This is an optimization exercise on Yosys and OpenROAD, whose aim is small area, a short achievable clock period and few clock cycles per item, not a production implementation.
Where RTL was checked, it was by simulation tests only, not by an equivalence proof against the original.
The clock port is modelled as an ideal driver; clocking choices that lean on that would not hold on a real chip.

Design xoodyak_hash_top, start of the top module:
module xoodyak_hash_top #(
        parameter int ROUNDS_PER_CYCLE = 1
) (
        input  logic         eph1,
        input  logic         rst,
        input  logic         start,
        input  logic [129:0] cmd,
        output logic         busy,
        output logic         done,
        output logic [127:0] digest
);
==> flow/config.mk <==
export PLATFORM = sky130hd
export DESIGN_NAME = xoodyak_hash_top
export DESIGN_NICKNAME = xoodyak_hash_top
export VERILOG_FILES = /design/flow/design.v
export SDC_FILE = /design/flow/constraint.sdc
export NUM_CORES = 4
export LEC_CHECK = 0
export CAP_MARGIN = 20
export CORE_MARGIN = 2
export CORE_UTILIZATION = 28
export CTS_BUF_LIST = sky130_fd_sc_hd__clkbuf_8
export PLACE_DENSITY = 0.5
export SLEW_MARGIN = 20
export SYNTH_HIERARCHICAL = 1
export SYNTH_MINIMUM_KEEP_SIZE = 0
==> flow/constraint.sdc <==
create_clock -name core_clock -period 10.0 [get_ports {eph1}]
set_input_delay 2.0000 -clock core_clock [delete_from_list [all_inputs] [get_ports {eph1}]]
set_output_delay 2.0000 -clock core_clock [all_outputs]
set_load 0.01 [all_outputs]
standard.sh (not shown) runs the stock make flow with config.mk's settings and CLKGATE_MAP_FILE= SYNTH_SCRIPT=/design/flow/synth_recipe.tcl, a recipe that flattens the netlist after the stock synthesis.
==> flow/flow/run.sh <==
#!/bin/bash
set -o pipefail
bash standard.sh SETUP_SLACK_MARGIN=6.8 "BUFFER_PORTS_ARGS=-buffer_cell sky130_fd_sc_hd__buf_1" finish > flow_make.log 2>&1
The first run passed the timing, design-rule and antenna checks.
Testbench counts at the start, summed over its fixed seeds: cycles 37,489, blocks 2,884.
Change:
==> flow/flow/run.sh (replaced) <==
#!/bin/bash
set -o pipefail
bash standard.sh SETUP_SLACK_MARGIN=7.0 "BUFFER_PORTS_ARGS=-buffer_cell sky130_fd_sc_hd__buf_1" finish > flow_make.log 2>&1
- CTS_BUF_LIST: sky130_fd_sc_hd__clkbuf_8 -> default
- CTS_CLUSTER_SIZE: default -> 20
Outcome:
- The changed run produced a clean layout
- first-iteration DRC count decreases by 6.2%
- design area increases by 3.1%
- area after synthesis stays the same
Change:
==> flow/flow/run.sh (replaced) <==
#!/bin/bash
set -o pipefail
F=$(pwd)/flow
bash standard.sh SETUP_SLACK_MARGIN=7.1 "BUFFER_PORTS_ARGS=-buffer_cell sky130_fd_sc_hd__buf_1" \
  PRE_CTS_TCL=$F/pre_cts.tcl POST_GLOBAL_ROUTE_TCL=$F/post_grt.tcl finish > flow_make.log 2>&1
==> flow/flow/keep_out_bufs.tcl (new file) <==
# Output port paths cannot reach the repair's setup margin (their delay is
# fixed by the output delay), so give their buffers one fixed size and keep
# the repair from resizing them or rebuffering their nets; POST_GLOBAL_ROUTE
# releases them again.
proc my_out_buffers_dont_touch { flag {cell ""} } {
  set n 0
  foreach bterm [[ord::get_db_block] getBTerms] {
    if {[$bterm getIoType] != "OUTPUT"} { continue }
    set net [$bterm getNet]
    if {$net == "NULL"} { continue }
    foreach iterm [$net getITerms] {
      if {![$iterm isOutputSignal]} { continue }
      set inst [$iterm getInst]
      if {$cell != ""} { replace_cell [$inst getName] $cell }
      $inst setDoNotTouch $flag
      incr n
      foreach in_iterm [$inst getITerms] {
        if {[$in_iterm isInputSignal] && [$in_iterm getNet] != "NULL"} {
          [$in_iterm getNet] setDoNotTouch $flag
        }
      }
    }
  }
  puts "bench flow: dont_touch $flag on $n output buffers"
}
==> flow/flow/post_grt.tcl (new file) <==
source [file join [file dirname [info script]] keep_out_bufs.tcl]
my_out_buffers_dont_touch 0
==> flow/flow/pre_cts.tcl (new file) <==
source [file join [file dirname [info script]] keep_out_bufs.tcl]
my_out_buffers_dont_touch 1 sky130_fd_sc_hd__buf_2
Outcome: Die area stays the same; clock-buffer cell count does not change; register-to-register slack gets better by 0.14 ns; global-route usage hardly moves; sequential share of layout area goes up by 0.39 points; worst setup slack gets worse by 0.034 ns; cell area goes down by 1.4%; utilization goes down by 0.51 points; non-clock buffer count goes down by 52.
Change:
==> flow/flow/run.sh (replaced) <==
#!/bin/bash
set -o pipefail
F=$(pwd)/flow
bash standard.sh SETUP_SLACK_MARGIN=7.0 "BUFFER_PORTS_ARGS=-buffer_cell sky130_fd_sc_hd__buf_1" \
  PRE_CTS_TCL=$F/pre_cts.tcl POST_GLOBAL_ROUTE_TCL=$F/post_grt.tcl finish > flow_make.log 2>&1
--- a/flow/flow/keep_out_bufs.tcl
+++ b/flow/flow/keep_out_bufs.tcl
@@ -1,7 +1,6 @@
 # Output port paths cannot reach the repair's setup margin (their delay is
-# fixed by the output delay), so give their buffers one fixed size and keep
-# the repair from resizing them or rebuffering their nets; POST_GLOBAL_ROUTE
-# releases them again.
-proc my_out_buffers_dont_touch { flag {cell ""} } {
+# fixed by the output delay), so keep the repair from upsizing their buffers
+# and rebuffering their nets; POST_GLOBAL_ROUTE releases them again.
+proc my_out_buffers_dont_touch { flag } {
   set n 0
   foreach bterm [[ord::get_db_block] getBTerms] {
@@ -12,5 +11,4 @@
       if {![$iterm isOutputSignal]} { continue }
       set inst [$iterm getInst]
-      if {$cell != ""} { replace_cell [$inst getName] $cell }
       $inst setDoNotTouch $flag
       incr n
==> flow/flow/pre_cts.tcl (replaced) <==
source [file join [file dirname [info script]] keep_out_bufs.tcl]
my_out_buffers_dont_touch 1
- CORE_UTILIZATION: 28 -> 40
- CTS_CLUSTER_DIAMETER: default -> 100
- CTS_CLUSTER_SIZE: 20 -> 16
- PLACE_DENSITY: 0.5 -> 0.6
Outcome: Cell count is lower by roughly a tenth. Global-route usage is higher by 6.7 points. Register-to-register slack degrades by 0.16 ns. Routed wire length is lower by a little under a tenth. Worst hold slack improves by 0.0034 ns. Die area is lower by a quarter to a third.

---

job 3780:
Another version of the RTL of xoodyak_hash_top (not shown whole).
Size in the first run: ~6000 cells after synthesis, ~260 I/O pins, roughly 0.060 mm2 of cells after synthesis.
// xoodyak_hash_top
module xoodyak_hash_top #(
        parameter int ROUNDS_PER_CYCLE = 2
) (
        input  logic         eph1,
        input  logic         rst,
        input  logic         start,
        input  logic [129:0] cmd,
        output logic         busy,
        output logic         done,
        output logic [127:0] digest
);
clock: 10.0 ns
lec_check: 0
cap_margin: 20
core_margin: 2
core_utilization: 28
place_density: 0.5
slew_margin: 20
==> flow/flow/run.sh <==
#!/bin/bash
set -o pipefail
bash standard.sh SETUP_SLACK_MARGIN=6.3 finish > flow_make.log 2>&1
Input-level comparison between job 4090 and job 3780:
- SETUP_SLACK_MARGIN now 5, previously not set
==> flow/run.sh (new file) <==
#!/bin/bash
# synth_recipe.tcl (not shown) runs the flow's synth.tcl, then flattens the netlist and writes it again
# the make line also repeats each setting of config.mk as NAME=value (left out here)
make -C /OpenROAD-flow-scripts/flow DESIGN_CONFIG=/design/flow/config.mk WORK_HOME=/design/flow/orfs CLKGATE_MAP_FILE= SYNTH_SCRIPT=/design/flow/synth_recipe.tcl finish
removed: flow/flow/run.sh
removed: flow/standard.sh
Run comparison: job 3780 critical path launch point u_state.state_r[303]; job 4090 critical path launch point u_state.state_r[203]
When job 4090 is set beside job 3780, its average wire per standard cell turns out to be 2.2 um larger.
Of job 4090 and job 3780, the lower buffer count excluding the clock tree in the final layout belongs to job 4090.
Going from job 3780 to job 4090, routed wire length now smaller.
Measured slew at the worst slew-check pin was lower in job 3780 than in job 4090.
Max global routing met2 resource utilization across job 4090 and job 3780: job 3780
No run of this note included a check of the RTL's function; only the layout flow was run.

---

try-garnet:
RTL: one of the versions met above, not the one the previous note started from.
Size in the first run: about 3000 cells after synthesis, ~260 I/O pins.
export LEC_CHECK = 0
export CAP_MARGIN = 20
export CORE_MARGIN = 2
export CORE_UTILIZATION = 28
export CTS_CLUSTER_DIAMETER = 150
export CTS_CLUSTER_SIZE = 20
export PLACE_DENSITY = 0.5
export SLEW_MARGIN = 20
export SYNTH_HIERARCHICAL = 1
export SYNTH_MINIMUM_KEEP_SIZE = 0
create_clock -name core_clock -period 10.0 [get_ports {eph1}]
==> flow/flow/run.sh <==
#!/bin/bash
set -o pipefail
F=$(pwd)/flow
bash standard.sh SETUP_SLACK_MARGIN=7.0 "BUFFER_PORTS_ARGS=-buffer_cell sky130_fd_sc_hd__buf_1" \
  PRE_CTS_TCL=$F/pre_cts.tcl POST_GLOBAL_ROUTE_TCL=$F/post_grt.tcl finish > flow_make.log 2>&1
==> flow/flow/keep_out_bufs.tcl <==
# Output port paths cannot reach the repair's setup margin (their delay is
# fixed by the output delay), so keep the repair from upsizing their buffers
# and rebuffering their nets; POST_GLOBAL_ROUTE releases them again.
proc my_out_buffers_dont_touch { flag } {
  set n 0
  foreach bterm [[ord::get_db_block] getBTerms] {
    if {[$bterm getIoType] != "OUTPUT"} { continue }
    set net [$bterm getNet]
    if {$net == "NULL"} { continue }
    foreach iterm [$net getITerms] {
      if {![$iterm isOutputSignal]} { continue }
      set inst [$iterm getInst]
      $inst setDoNotTouch $flag
      incr n
      foreach in_iterm [$inst getITerms] {
        if {[$in_iterm isInputSignal] && [$in_iterm getNet] != "NULL"} {
          [$in_iterm getNet] setDoNotTouch $flag
        }
      }
    }
  }
  puts "bench flow: dont_touch $flag on $n output buffers"
}
==> flow/flow/post_grt.tcl <==
source [file join [file dirname [info script]] keep_out_bufs.tcl]
my_out_buffers_dont_touch 0
==> flow/flow/pre_cts.tcl <==
source [file join [file dirname [info script]] keep_out_bufs.tcl]
my_out_buffers_dont_touch 1
Testbench counts of try-garnet, summed over its fixed seeds: cycles 37,489, blocks 2,884.
Modified inputs, try-harbor compared to try-garnet
- CTS_CLUSTER_DIAMETER now 100, was 150
- CTS_CLUSTER_SIZE now 16, was 20
==> flow/flow/run.sh <==
#!/bin/bash
set -o pipefail
F=$(pwd)/flow
bash standard.sh SETUP_SLACK_MARGIN=6.9 "BUFFER_PORTS_ARGS=-buffer_cell sky130_fd_sc_hd__buf_1" \
  PRE_CTS_TCL=$F/pre_cts.tcl POST_GLOBAL_ROUTE_TCL=$F/post_grt.tcl finish > flow_make.log 2>&1
try-harbor has completed all stages; timing, DRC and antenna checks passed. try-garnet | status: complete | timing, DRC, antenna: pass. try-harbor vs. try-garnet: initial standard-cell utilization of the core stayed essentially flat; area overhead of the layout relative to synthesis fell by 1.0 points; non-clock buffer instance count of the final layout fell by about 3.2%. Sum of routed wire segments on met1 (higher): try-harbor. try-harbor ended up with a higher share of final layout cell area taken by clock buffers and inverters than try-garnet did.
Modified inputs, try-juniper compared to try-harbor
- CTS_CLUSTER_DIAMETER no longer set, was 100
- CTS_CLUSTER_SIZE now 20, was 16
==> flow/flow/run.sh <==
#!/bin/bash
set -o pipefail
F=$(pwd)/flow
bash standard.sh SETUP_SLACK_MARGIN=7.0 "BUFFER_PORTS_ARGS=-buffer_cell sky130_fd_sc_hd__buf_1" \
  PRE_CTS_TCL=$F/pre_cts.tcl POST_GLOBAL_ROUTE_TCL=$F/post_grt.tcl finish > flow_make.log 2>&1
[summary]
try-juniper vs try-harbor — global-route wire length before repair climbed by a few percent. Looking at all-layer global routing usage, try-juniper sits 1.0 points higher than try-harbor does. Summary of try-juniper over try-harbor: portion of the layout cell area used by clock cells went up by 3.1 points; total met3 wirelength after detailed routing moved down; utilization went up; worst slack at placement fell 55 ps. Diff try-harbor and try-juniper: register-to-register slack higher in try-juniper. Against try-harbor as the reference, try-juniper delivers a lower delay of the slowest cell on the worst path. Looking only at layout overhead on the synthesized area, and setting everything else aside, the lower value of try-harbor and try-juniper goes to try-harbor. Status: post-route clock period utilization parity (try-harbor, try-juniper).

---

The RTL this note starts from:
==> flow/design.v <==
`timescale 1ns/1ps
`default_nettype none
package xoodoo_pkg;
        localparam int STATE_W = 384;
        localparam int LANE_W = 32;
        localparam int NUM_ROUNDS = 12;
        localparam logic [NUM_ROUNDS*12-1:0] ROUND_CONSTANTS = {
                12'h012, 12'h1A0, 12'h0F0, 12'h380,
                12'h02C, 12'h060, 12'h014, 12'h120,
                12'h0D0, 12'h3C0, 12'h038, 12'h058
        };
endpackage
`default_nettype wire
`timescale 1ns/1ps
`default_nettype none
package cyclist_pkg;
        localparam int BLOCK_BYTES = 16;
        localparam logic [1:0] OP_INIT    = 2'd0;
        localparam logic [1:0] OP_ABSORB  = 2'd1;
        localparam logic [1:0] OP_SQUEEZE = 2'd2;
        localparam logic [7:0] CD_FIRST_ABSORB = 8'h01;
        localparam logic [7:0] PAD_BYTE = 8'h01;
endpackage
`default_nettype wire
`timescale 1ns/1ps
`default_nettype none
module xoodoo_round (
        input  logic [11:0]  rc,
        input  logic [383:0] state_in,
        output logic [383:0] state_out
);
        function automatic logic [31:0] rotl(input logic [31:0] a, input integer n);
                rotl = (a << n) | (a >> (32 - n));
        endfunction
        logic [3:0][31:0] e;
        logic [11:0][31:0] theta;
        logic [11:0][31:0] rho_w;
        logic [11:0][31:0] chi;
        logic [11:0][31:0] rho_e;
        xoodoo_theta_effect u_effect (
                .state_in (state_in),
                .effect   (e)
        );
        always_comb begin
                for (int i = 0; i < 12; i++) begin
                        theta[i] = state_in[32*i +: 32] ^ e[i % 4];
                end
                for (int x = 0; x < 4; x++) begin
                        rho_w[x]     = theta[x];
                        rho_w[4 + x] = theta[4 + (x + 3) % 4];
                        rho_w[8 + x] = rotl(theta[8 + x], 11);
                end
                rho_w[0] = theta[0] ^ {20'h0, rc};
                for (int x = 0; x < 4; x++) begin
                        chi[x]     = rho_w[x]     ^ (~rho_w[4 + x] & rho_w[8 + x]);
                        chi[4 + x] = rho_w[4 + x] ^ (~rho_w[8 + x] & rho_w[x]);
                        chi[8 + x] = rho_w[8 + x] ^ (~rho_w[x]     & rho_w[4 + x]);
                end
                for (int x = 0; x < 4; x++) begin
                        rho_e[x]     = chi[x];
                        rho_e[4 + x] = rotl(chi[4 + x], 1);
                        rho_e[8 + x] = rotl(chi[8 + (x + 2) % 4], 8);
                end
                for (int i = 0; i < 12; i++) begin
                        state_out[32*i +: 32] = rho_e[i];
                end
        end
endmodule
module xoodoo_theta_effect (
        input  logic [383:0]      state_in,
        output logic [3:0][31:0]  effect
);
        function automatic logic [31:0] rotl(input logic [31:0] a, input integer n);
                rotl = (a << n) | (a >> (32 - n));
        endfunction
        logic [3:0][31:0] p;
        always_comb begin
                for (int x = 0; x < 4; x++) begin
                        p[x] = state_in[32*x +: 32] ^ state_in[32*(x+4) +: 32] ^ state_in[32*(x+8) +: 32];
                end
                for (int x = 0; x < 4; x++) begin
                        effect[x] = rotl(p[(x + 3) % 4], 5) ^ rotl(p[(x + 3) % 4], 14);
                end
        end
endmodule
`default_nettype wire
`timescale 1ns/1ps
`default_nettype none
module xoodoo_permute #(
        parameter int ROUNDS_PER_CYCLE = 2,
        parameter int GRP_W            = 3
) (
        input  logic [GRP_W-1:0] grp,
        input  logic [383:0]     state_in,
        output logic [383:0]     state_out
);
        logic [ROUNDS_PER_CYCLE:0][383:0]  stage;
        logic [ROUNDS_PER_CYCLE-1:0][11:0] rc;
        assign stage[0] = state_in;
        for (genvar k = 0; k < ROUNDS_PER_CYCLE; k++) begin : g_round
                assign rc[k] = xoodoo_pkg::ROUND_CONSTANTS[12*(int'(grp) * ROUNDS_PER_CYCLE + k) +: 12];
                xoodoo_round u_round (
                        .rc        (rc[k]),
                        .state_in  (stage[k]),
                        .state_out (stage[k+1])
                );
        end
        assign state_out = stage[ROUNDS_PER_CYCLE];
endmodule
`default_nettype wire
`timescale 1ns/1ps
`default_nettype none
module cyclist_state (
        input  logic         eph1,
        input  logic         rst,
        input  logic         zero,
        input  logic         use_perm,
        input  logic         absorb,
        input  logic [127:0] block,
        input  logic         first,
        input  logic         capture_digest,
        input  logic [383:0] perm_out,
        output logic [383:0] state,
        output logic [127:0] digest
);
        logic [383:0] base;
        logic [383:0] inj;
        logic [383:0] state_r;
        assign base = zero ? '0 : (use_perm ? perm_out : state_r);
        always_comb begin
                inj = '0;
                if (absorb) begin
                        inj[127:0]   = block;
                        inj[135:128] = cyclist_pkg::PAD_BYTE;
                        inj[383:376] = first ? cyclist_pkg::CD_FIRST_ABSORB : 8'h00;
                end
        end
        always_ff @(posedge eph1) begin
                state_r <= base ^ inj;
        end
        always_ff @(posedge eph1) begin
                if (rst) begin
                        digest <= '0;
                end else if (capture_digest) begin
                        digest <= base[127:0];
                end
        end
        assign state = state_r;
endmodule
`default_nettype wire
`timescale 1ns/1ps
`default_nettype none
module cyclist_ctrl #(
        parameter int NUM_GROUPS = 12,
        parameter int GRP_W      = 4
) (
        input  logic             eph1,
        input  logic             rst,
        input  logic             start,
        input  logic [1:0]       op,
        output logic             zero,
        output logic             use_perm,
        output logic             absorb,
        output logic             first,
        output logic             capture_digest,
        output logic [GRP_W-1:0] grp,
        output logic             pad_in,
        output logic             busy,
        output logic             done
);
        localparam logic [GRP_W-1:0] LAST = GRP_W'(NUM_GROUPS - 1);
        logic             run;
        logic [GRP_W-1:0] cnt;
        logic             sqp;
        logic             phase_up;
        logic accept;
        logic last;
        logic acc_init;
        logic acc_absorb;
        logic acc_squeeze;
        assign accept      = start && !busy && !rst;
        assign last        = run && (cnt == LAST);
        assign acc_init    = accept && (op == cyclist_pkg::OP_INIT);
        assign acc_absorb  = accept && (op == cyclist_pkg::OP_ABSORB);
        assign acc_squeeze = accept && (op == cyclist_pkg::OP_SQUEEZE);
        assign grp    = cnt;
        assign pad_in = run && sqp && (cnt == '0);
        assign use_perm       = run;
        assign absorb         = acc_absorb;
        assign capture_digest = (acc_squeeze && !phase_up) || (last && sqp);
        always_ff @(posedge eph1) begin
                if (rst) begin
                        zero <= 1'b1;
                end else begin
                        zero <= acc_init;
                end
        end
        always_ff @(posedge eph1) begin
                if (rst) begin
                        run      <= 1'b0;
                        cnt      <= '0;
                        sqp      <= 1'b0;
                        phase_up <= 1'b1;
                        first    <= 1'b1;
                        busy     <= 1'b0;
                        done     <= 1'b0;
                end else if (run && !last) begin
                        cnt <= cnt + 1'b1;
                        if (!sqp && (cnt + 1'b1 == LAST)) begin
                                busy <= 1'b0;
                                done <= 1'b1;
                        end else begin
                                busy <= 1'b1;
                                done <= 1'b0;
                        end
                end else if (last && sqp) begin
                        run  <= 1'b0;
                        sqp  <= 1'b0;
                        busy <= 1'b0;
                        done <= 1'b1;
                end else begin
                        run  <= 1'b0;
                        busy <= 1'b0;
                        done <= 1'b0;
                        if (accept) begin
                                case (op)
                                        cyclist_pkg::OP_INIT: begin
                                                phase_up <= 1'b1;
                                                first    <= 1'b1;
                                                done     <= 1'b1;
                                        end
                                        cyclist_pkg::OP_ABSORB: begin
                                                phase_up <= 1'b0;
                                                first    <= 1'b0;
                                                run      <= 1'b1;
                                                cnt      <= '0;
                                                sqp      <= 1'b0;
                                                busy     <= (NUM_GROUPS > 1);
                                                done     <= (NUM_GROUPS == 1);
                                        end
                                        cyclist_pkg::OP_SQUEEZE: begin
                                                phase_up <= 1'b1;
                                                if (!phase_up) begin
                                                        done <= 1'b1;
                                                end else begin
                                                        run  <= 1'b1;
                                                        cnt  <= '0;
                                                        sqp  <= 1'b1;
                                                        busy <= 1'b1;
                                                end
                                        end
                                        default: begin
                                                done <= 1'b1;
                                        end
                                endcase
                        end
                end
        end
endmodule
`default_nettype wire
`timescale 1ns/1ps
`default_nettype none
module xoodyak_hash_top #(
        parameter int ROUNDS_PER_CYCLE = 1
) (
        input  logic         eph1,
        input  logic         rst,
        input  logic         start,
        input  logic [129:0] cmd,
        output logic         busy,
        output logic         done,
        output logic [127:0] digest
);
        localparam int NUM_GROUPS = xoodoo_pkg::NUM_ROUNDS / ROUNDS_PER_CYCLE;
        localparam int GRP_W      = (NUM_GROUPS > 1) ? $clog2(NUM_GROUPS) : 1;
        logic             zero;
        logic             use_perm;
        logic             absorb;
        logic             first;
        logic             capture_digest;
        logic [GRP_W-1:0] grp;
        logic             pad_in;
        logic [383:0] state;
        logic [383:0] perm_in;
        logic [383:0] perm_out;
        cyclist_ctrl #(
                .NUM_GROUPS (NUM_GROUPS),
                .GRP_W      (GRP_W)
        ) u_ctrl (
                .eph1           (eph1),
                .rst            (rst),
                .start          (start),
                .op             (cmd[129:128]),
                .zero           (zero),
                .use_perm       (use_perm),
                .absorb         (absorb),
                .first          (first),
                .capture_digest (capture_digest),
                .grp            (grp),
                .pad_in         (pad_in),
                .busy           (busy),
                .done           (done)
        );
        cyclist_state u_state (
                .eph1           (eph1),
                .rst            (rst),
                .zero           (zero),
                .use_perm       (use_perm),
                .absorb         (absorb),
                .block          (cmd[127:0]),
                .first          (first),
                .capture_digest (capture_digest),
                .perm_out       (perm_out),
                .state          (state),
                .digest         (digest)
        );
        assign perm_in = {state[383:1], state[0] ^ pad_in};
        xoodoo_permute #(
                .ROUNDS_PER_CYCLE (ROUNDS_PER_CYCLE),
                .GRP_W            (GRP_W)
        ) u_permute (
                .grp       (grp),
                .state_in  (perm_in),
                .state_out (perm_out)
        );
endmodule
`default_nettype wire
==> flow/config.mk <==
export PLATFORM = sky130hd
export DESIGN_NAME = xoodyak_hash_top
export DESIGN_NICKNAME = xoodyak_hash_top
export VERILOG_FILES = /design/flow/design.v
export SDC_FILE = /design/flow/constraint.sdc
export NUM_CORES = 4
export LEC_CHECK = 0
export CAP_MARGIN = 20
export CORE_MARGIN = 2
export CORE_UTILIZATION = 28
export CTS_CLUSTER_SIZE = 20
export PLACE_DENSITY = 0.5
export SLEW_MARGIN = 20
export SYNTH_HIERARCHICAL = 1
export SYNTH_MINIMUM_KEEP_SIZE = 0
==> flow/constraint.sdc <==
create_clock -name core_clock -period 10.0 [get_ports {eph1}]
set_input_delay 2.0000 -clock core_clock [delete_from_list [all_inputs] [get_ports {eph1}]]
set_output_delay 2.0000 -clock core_clock [all_outputs]
set_load 0.01 [all_outputs]
==> flow/flow/run.sh <==
#!/bin/bash
set -o pipefail
bash standard.sh SETUP_SLACK_MARGIN=7.3 "BUFFER_PORTS_ARGS=-buffer_cell sky130_fd_sc_hd__buf_1" finish > flow_make.log 2>&1
Testbench counts at the start, summed over its fixed seeds: cycles 37,489, blocks 2,884.
Then changed:
==> flow/flow/run.sh (replaced) <==
#!/bin/bash
set -o pipefail
bash standard.sh SETUP_SLACK_MARGIN=6.8 finish > flow_make.log 2>&1
Settings changed: CTS_CLUSTER_SIZE 20 to default.
Result: Final area drops by 18%; die area is unchanged; setup slack gets worse by 0.069 ns; flip-flop and latch count stays the same; worst hold slack gets worse by 0.034 ns; via count drops by 6.6%; register-to-register slack gets worse by 0.24 ns.
Then changed:
==> flow/flow/run.sh (replaced) <==
#!/bin/bash
set -o pipefail
bash standard.sh SETUP_SLACK_MARGIN=6.8 "BUFFER_PORTS_ARGS=-buffer_cell sky130_fd_sc_hd__buf_1" finish > flow_make.log 2>&1
Settings changed: CTS_CLUSTER_SIZE from default to 20.
Cell count stays flat.
Worst setup slack is worse by 0.039 ns.
Count of clock-buffer cells in the layout climbs by 5.
Final area drops by 3.0%.
Flip-flop and latch count stays the same.
Via count stays flat.

-- re-timing with driven ports --
The flow's constraints put no driver on any port. The routed layouts listed below were extracted and timed again, unchanged, in two steps.
Step 1, drivers: a clkbuf_16 drives eph1 and a buf_2 each remaining input, both assumed.
Step 2, shift: input delay + t, output delay - t, t = (earliest + latest rising clock arrival at the registers) / 2. This alone moves slack from input paths to output paths.
Slacks: no drivers / after step 1 / after step 2; pairs: no drivers / after step 1.
run | t (ns) | slack for setup (ns) | worst register clock-pin slew, ns | worst data-port slew with drivers (ns)
the first run of note 1 | 0.818 | 6.698 / 6.698 / 6.085 | 0.07 / 0.07 | 0.07
the second run of note 1 | 0.706 | 6.857 / 6.818 / 6.450 | 0.07 / 0.07 | 0.07
the third run of note 1 | 0.709 | 6.823 / 6.750 / 6.477 | 0.07 / 0.07 | 0.06
the fourth run of note 1 | 0.654 | 6.839 / 6.776 / 6.406 | 0.09 / 0.09 | 0.04
job 3780 | 0.861 | 5.465 / 5.465 / 5.033 | 0.07 / 0.07 | 0.14
job 4090 | 0.867 | 4.753 / 4.753 / 4.145 | 0.08 / 0.08 | 0.10
try-garnet | 0.730 | 6.765 / 6.696 / 6.374 | 0.10 / 0.10 | 0.07
try-harbor | 0.679 | 6.796 / 6.722 / 6.326 | 0.09 / 0.09 | 0.07
try-juniper | 0.705 | 6.810 / 6.743 / 6.347 | 0.07 / 0.07 | 0.07
the first run of note 4 | 0.714 | 6.858 / 6.784 / 6.224 | 0.07 / 0.07 | 0.07
the second run of note 4 | 0.720 | 6.789 / 6.768 / 6.213 | 0.07 / 0.07 | 0.06
the third run of note 4 | 0.718 | 6.750 / 6.750 / 6.213 | 0.06 / 0.06 | 0.08
After both steps setup and hold are still met in every run listed. For the first run of note 4, which loses most, drivers alone change the setup slack by -0.074 ns; drivers and shift together by -0.634 ns.
